Source: an optimization exercise on an open RTL-to-GDS flow (aim: small area). Production flows keep margins and buffers that such runs may drop.
In this exercise RTL edits were held to simulation tests only and were not proved equivalent to the original.
Power and IR drop assume default switching activity.

==> run B: inputs <==
// quick_spi
module quick_spi (
    input  logic                         s_axi_aclk,
    input  logic                         s_axi_aresetn,
    input  quick_spi_pkg::axi_addr_t     awaddr,
    input  quick_spi_pkg::axi_len_t      awlen,
    input  logic [1:0]                   awburst,
    input  logic                         awvalid,
    output logic                         awready,
    input  quick_spi_pkg::axi_data_t     wdata,
    input  quick_spi_pkg::axi_strb_t     wstrb,
    input  logic                         wlast,
    input  logic                         wvalid,
    output logic                         wready,
    output logic [1:0]                   bresp,
    output logic                         bvalid,
    input  logic                         bready,
    input  quick_spi_pkg::axi_addr_t     araddr,
    input  quick_spi_pkg::axi_len_t      arlen,
    input  logic [1:0]                   arburst,
    input  logic                         arvalid,
    output logic                         arready,
    output quick_spi_pkg::axi_data_t     rdata,
    output logic [1:0]                   rresp,
    output logic                         rlast,
    output logic                         rvalid,
    input  logic                         rready,
    output logic                         mosi,
    input  logic                         miso,
    output logic                         sclk,
    output logic [2-1:0]  ss_n,
    output logic                         interrupt
);
clock: 8.0 ns
lec_check: 0
cap_margin: 20
cell_pad_in_sites_detail_placement: 1
cell_pad_in_sites_global_placement: 1
core_margin: 2
core_utilization: 40
cts_cluster_diameter: 80
cts_cluster_size: 20
place_density: 0.5
slew_margin: 20
synth_hierarchical: 1
run.sh (not shown) runs the stock make flow with config.mk's settings and CLKGATE_MAP_FILE= SYNTH_SCRIPT=/design/flow/synth_recipe.tcl, a recipe that flattens the netlist after the stock synthesis.
==> run F: changes against run B <==
==> flow/flow/run.sh (new file) <==
#!/bin/bash
# Layout flow: the standard flow with the standard synthesis unchanged.
# After synthesis it changes only which cells the layout steps may add:
# buf_1 cells as the port buffers, buf_1/buf_2 for repair buffers (the
# larger buffers and delay cells join the platform's don't-use list in
# dont_use.txt), and power recovery (downsizing of non-critical cells) after
# global routing. Each run's output goes to a log here; ORFS keeps its
# per-step logs under orfs/logs.
set -euo pipefail
bash standard.sh synth > synth.log 2>&1
export BUFFER_PORTS_ARGS="-buffer_cell sky130_fd_sc_hd__buf_1"
export RECOVER_POWER=100
DU="$(cat flow/dont_use.txt)"
bash standard.sh "DONT_USE_CELLS=$DU" finish > layout.log 2>&1
==> flow/flow/dont_use.txt (new file) <==
sky130_fd_sc_hd__buf_4 sky130_fd_sc_hd__buf_6 sky130_fd_sc_hd__buf_8 sky130_fd_sc_hd__buf_12 sky130_fd_sc_hd__buf_16 sky130_fd_sc_hd__bufbuf_8 sky130_fd_sc_hd__bufbuf_16 sky130_fd_sc_hd__dlygate4sd1_1 sky130_fd_sc_hd__dlygate4sd2_1 sky130_fd_sc_hd__dlygate4sd3_1 sky130_fd_sc_hd__clkdlybuf4s15_1 sky130_fd_sc_hd__clkdlybuf4s15_2 sky130_fd_sc_hd__clkdlybuf4s18_1 sky130_fd_sc_hd__clkdlybuf4s18_2 sky130_fd_sc_hd__clkdlybuf4s25_1 sky130_fd_sc_hd__clkdlybuf4s25_2 sky130_fd_sc_hd__clkdlybuf4s50_1 sky130_fd_sc_hd__clkdlybuf4s50_2 sky130_fd_sc_hd__dlymetal6s2s_1 sky130_fd_sc_hd__dlymetal6s4s_1 sky130_fd_sc_hd__dlymetal6s6s_1 sky130_fd_sc_hd__probe_p_8 sky130_fd_sc_hd__probec_p_8 sky130_fd_sc_hd__lpflow_bleeder_1 sky130_fd_sc_hd__lpflow_clkbufkapwr_1 sky130_fd_sc_hd__lpflow_clkbufkapwr_16 sky130_fd_sc_hd__lpflow_clkbufkapwr_2 sky130_fd_sc_hd__lpflow_clkbufkapwr_4 sky130_fd_sc_hd__lpflow_clkbufkapwr_8 sky130_fd_sc_hd__lpflow_clkinvkapwr_1 sky130_fd_sc_hd__lpflow_clkinvkapwr_16 sky130_fd_sc_hd__lpflow_clkinvkapwr_2 sky130_fd_sc_hd__lpflow_clkinvkapwr_4 sky130_fd_sc_hd__lpflow_clkinvkapwr_8 sky130_fd_sc_hd__lpflow_decapkapwr_12 sky130_fd_sc_hd__lpflow_decapkapwr_3 sky130_fd_sc_hd__lpflow_decapkapwr_4 sky130_fd_sc_hd__lpflow_decapkapwr_6 sky130_fd_sc_hd__lpflow_decapkapwr_8 sky130_fd_sc_hd__lpflow_inputiso0n_1 sky130_fd_sc_hd__lpflow_inputiso0p_1 sky130_fd_sc_hd__lpflow_inputiso1n_1 sky130_fd_sc_hd__lpflow_inputiso1p_1 sky130_fd_sc_hd__lpflow_inputisolatch_1 sky130_fd_sc_hd__lpflow_isobufsrc_1 sky130_fd_sc_hd__lpflow_isobufsrc_16 sky130_fd_sc_hd__lpflow_isobufsrc_2 sky130_fd_sc_hd__lpflow_isobufsrc_4 sky130_fd_sc_hd__lpflow_isobufsrc_8 sky130_fd_sc_hd__lpflow_isobufsrckapwr_16 sky130_fd_sc_hd__lpflow_lsbuf_lh_hl_isowell_tap_1 sky130_fd_sc_hd__lpflow_lsbuf_lh_hl_isowell_tap_2 sky130_fd_sc_hd__lpflow_lsbuf_lh_hl_isowell_tap_4 sky130_fd_sc_hd__lpflow_lsbuf_lh_isowell_4 sky130_fd_sc_hd__lpflow_lsbuf_lh_isowell_tap_1 sky130_fd_sc_hd__lpflow_lsbuf_lh_isowell_tap_2 sky130_fd_sc_hd__lpflow_lsbuf_lh_isowell_tap_4
==> flow/standard.sh (new file) <==
#!/bin/bash
# synth_recipe.tcl (not shown) runs the flow's synth.tcl, then flattens the netlist and writes it again
# the make line also repeats each setting of config.mk as NAME=value (left out here)
make -C /OpenROAD-flow-scripts/flow DESIGN_CONFIG=/design/flow/config.mk WORK_HOME=/design/flow/orfs CLKGATE_MAP_FILE= SYNTH_SCRIPT=/design/flow/synth_recipe.tcl "${@:-finish}"
--- a/flow/config.mk
+++ b/flow/config.mk
@@ -10,8 +10,8 @@
 export CELL_PAD_IN_SITES_GLOBAL_PLACEMENT = 1
 export CORE_MARGIN = 2
 export CORE_UTILIZATION = 40
-export CTS_CLUSTER_DIAMETER = 80
-export CTS_CLUSTER_SIZE = 20
+export CTS_CLUSTER_DIAMETER = 70
+export CTS_CLUSTER_SIZE = 18
 export PLACE_DENSITY = 0.5
 export SLEW_MARGIN = 20
 export SYNTH_HIERARCHICAL = 1
removed: flow/run.sh
==> run A: changes against run B <==
==> flow/flow/run.sh (new file) <==
#!/bin/bash
# Layout flow: the standard flow with the standard synthesis unchanged.
# After synthesis it changes only which cells the layout steps may add and
# how the clock tree is clustered: buf_1 cells as the port buffers, buf_1/
# buf_2 for repair buffers (the larger buffers and delay cells join the
# platform's don't-use list in dont_use.txt), and clock sinks clustered in
# groups of at most CLUSTER flip-flops with no dummy loads. Each run's
# output goes to a log here; ORFS keeps its per-step logs under orfs/logs.
set -euo pipefail
CLUSTER=18
DIAMETER=70
bash standard.sh synth > synth.log 2>&1
export BUFFER_PORTS_ARGS="-buffer_cell sky130_fd_sc_hd__buf_1"
export CTS_ARGS="-sink_clustering_enable -repair_clock_nets -sink_clustering_size $CLUSTER -sink_clustering_max_diameter $DIAMETER -dont_use_dummy_load"
DU="$(cat flow/dont_use.txt)"
bash standard.sh "DONT_USE_CELLS=$DU" finish > layout.log 2>&1
==> flow/flow/dont_use.txt (new file) <==
sky130_fd_sc_hd__buf_4 sky130_fd_sc_hd__buf_6 sky130_fd_sc_hd__buf_8 sky130_fd_sc_hd__buf_12 sky130_fd_sc_hd__buf_16 sky130_fd_sc_hd__bufbuf_8 sky130_fd_sc_hd__bufbuf_16 sky130_fd_sc_hd__dlygate4sd1_1 sky130_fd_sc_hd__dlygate4sd2_1 sky130_fd_sc_hd__dlygate4sd3_1 sky130_fd_sc_hd__clkdlybuf4s15_1 sky130_fd_sc_hd__clkdlybuf4s15_2 sky130_fd_sc_hd__clkdlybuf4s18_1 sky130_fd_sc_hd__clkdlybuf4s18_2 sky130_fd_sc_hd__clkdlybuf4s25_1 sky130_fd_sc_hd__clkdlybuf4s25_2 sky130_fd_sc_hd__clkdlybuf4s50_1 sky130_fd_sc_hd__clkdlybuf4s50_2 sky130_fd_sc_hd__dlymetal6s2s_1 sky130_fd_sc_hd__dlymetal6s4s_1 sky130_fd_sc_hd__dlymetal6s6s_1 sky130_fd_sc_hd__probe_p_8 sky130_fd_sc_hd__probec_p_8 sky130_fd_sc_hd__lpflow_bleeder_1 sky130_fd_sc_hd__lpflow_clkbufkapwr_1 sky130_fd_sc_hd__lpflow_clkbufkapwr_16 sky130_fd_sc_hd__lpflow_clkbufkapwr_2 sky130_fd_sc_hd__lpflow_clkbufkapwr_4 sky130_fd_sc_hd__lpflow_clkbufkapwr_8 sky130_fd_sc_hd__lpflow_clkinvkapwr_1 sky130_fd_sc_hd__lpflow_clkinvkapwr_16 sky130_fd_sc_hd__lpflow_clkinvkapwr_2 sky130_fd_sc_hd__lpflow_clkinvkapwr_4 sky130_fd_sc_hd__lpflow_clkinvkapwr_8 sky130_fd_sc_hd__lpflow_decapkapwr_12 sky130_fd_sc_hd__lpflow_decapkapwr_3 sky130_fd_sc_hd__lpflow_decapkapwr_4 sky130_fd_sc_hd__lpflow_decapkapwr_6 sky130_fd_sc_hd__lpflow_decapkapwr_8 sky130_fd_sc_hd__lpflow_inputiso0n_1 sky130_fd_sc_hd__lpflow_inputiso0p_1 sky130_fd_sc_hd__lpflow_inputiso1n_1 sky130_fd_sc_hd__lpflow_inputiso1p_1 sky130_fd_sc_hd__lpflow_inputisolatch_1 sky130_fd_sc_hd__lpflow_isobufsrc_1 sky130_fd_sc_hd__lpflow_isobufsrc_16 sky130_fd_sc_hd__lpflow_isobufsrc_2 sky130_fd_sc_hd__lpflow_isobufsrc_4 sky130_fd_sc_hd__lpflow_isobufsrc_8 sky130_fd_sc_hd__lpflow_isobufsrckapwr_16 sky130_fd_sc_hd__lpflow_lsbuf_lh_hl_isowell_tap_1 sky130_fd_sc_hd__lpflow_lsbuf_lh_hl_isowell_tap_2 sky130_fd_sc_hd__lpflow_lsbuf_lh_hl_isowell_tap_4 sky130_fd_sc_hd__lpflow_lsbuf_lh_isowell_4 sky130_fd_sc_hd__lpflow_lsbuf_lh_isowell_tap_1 sky130_fd_sc_hd__lpflow_lsbuf_lh_isowell_tap_2 sky130_fd_sc_hd__lpflow_lsbuf_lh_isowell_tap_4
==> flow/standard.sh (new file) <==
#!/bin/bash
# synth_recipe.tcl (not shown) runs the flow's synth.tcl, then flattens the netlist and writes it again
# the make line also repeats each setting of config.mk as NAME=value (left out here)
make -C /OpenROAD-flow-scripts/flow DESIGN_CONFIG=/design/flow/config.mk WORK_HOME=/design/flow/orfs CLKGATE_MAP_FILE= SYNTH_SCRIPT=/design/flow/synth_recipe.tcl "${@:-finish}"
--- a/flow/config.mk
+++ b/flow/config.mk
@@ -10,8 +10,6 @@
 export CELL_PAD_IN_SITES_GLOBAL_PLACEMENT = 1
 export CORE_MARGIN = 2
 export CORE_UTILIZATION = 40
-export CTS_CLUSTER_DIAMETER = 80
-export CTS_CLUSTER_SIZE = 20
 export PLACE_DENSITY = 0.5
 export SLEW_MARGIN = 20
 export SYNTH_HIERARCHICAL = 1
removed: flow/run.sh
==> run notes <==
- Run B produced a clean layout. Run A went through all stages and came out clean. Run F reached the layout checks and failed them: max-capacitance violations, max-slew violations.
- Die area is the same in run F and run A.
- Utilization, highest first: run B, run F, run A.
- Against run F, the cell count of run A is lower by about 0.6%.
- Clock-buffer cell count: run A < run B < run F.
- The lowest first-iteration DRC count belongs to run B, the highest to run F.
- The lowest via count belongs to run B, the highest to run F.
- The highest hold slack belongs to run B, the lowest to run A.
- Sequential share of layout area, lowest first: run B, run F, run A.
- Final area: run A < run F < run B.
==> figures <==
Part of the power in registers: run F 0.521; run B 0.530; run A 0.545
Met3 layer wire length in the routed design: run F 25.3 mm; run B 24.7 mm; run A 25.1 mm
Met2 wirelength from detailed routing: run F 67.2 mm; run B 68.3 mm; run A 67.2 mm
Min cycle time layout: run F 7.52 ns; run B 6.32 ns; run A 6.94 ns
Inserted Clock Buffers: run F 48; run B 44; run A 48
Static leakage: run F 15.7 nW; run B 16.3 nW; run A 15.6 nW
Routed length per instance: run F 38.0 um; run B 38.8 um; run A 38.3 um
Switching part of the total: run F 0.309; run B 0.309; run A 0.309
Slew at the pin closest to its max-slew limit: run F 2.52 ns; run B 1.36 ns; run A 1.30 ns
Switch Pwr: run F 2.34 mW; run B 2.32 mW; run A 2.24 mW
Power Internal: run F 5.24 mW; run B 5.19 mW; run A 5.02 mW
Worst clock skew: run F 0.0291 ns; run B 0.0269 ns; run A 0.0597 ns
Number of iterations in the first detailed-routing pass: run F 15; run B 15; run A 17
Worst path bufs/invs: run F 4; run B 3; run A 4
Number of cells on the critical path: run F 17; run B 15; run A 17
Detailed placement HPWL: run F 122 mm; run B 108 mm; run A 122 mm
Ratio of layout area to synthesized area: run F 1.137x; run B 1.169x; run A 1.130x
Max incr delay on CP: run F 1.41 ns; run B 0.90 ns; run A 0.97 ns
Non-clock buffering overhead in the final layout: run F 0.0436; run B 0.0694; run A 0.0443
Outcome: run F failed layout checks; run B no timing/DRC/antenna violations; run A no timing/DRC/antenna violations
Reasons for failing layout checks: run F max-capacitance violations, max-slew violations; run B -; run A -

-- separate check: timing with driven ports --
Ports are ideal in the flow. The routed layouts listed here were re-timed in OpenROAD.
Step 1, drivers: a clkbuf_16 drives s_axi_aclk and a buf_2 each remaining input, both assumed.
Step 2 also shifts input and output timing later by t, the mid clock arrival at the registers, as if the neighbouring blocks saw the same clock.
Slacks: ideal / step 1 / step 2; pairs: ideal / step 1.
run | t, ns | setup slack, ns | worst setup path at the end | cell pins on the clock port's net
run B | 0.685 | 1.680 / 1.680 / 1.680 | register to register | 1
run F | 0.702 | 0.483 / 0.483 / 0.483 | register to register | 1
run A | 0.699 | 1.058 / 1.058 / 1.058 | register to register | 1
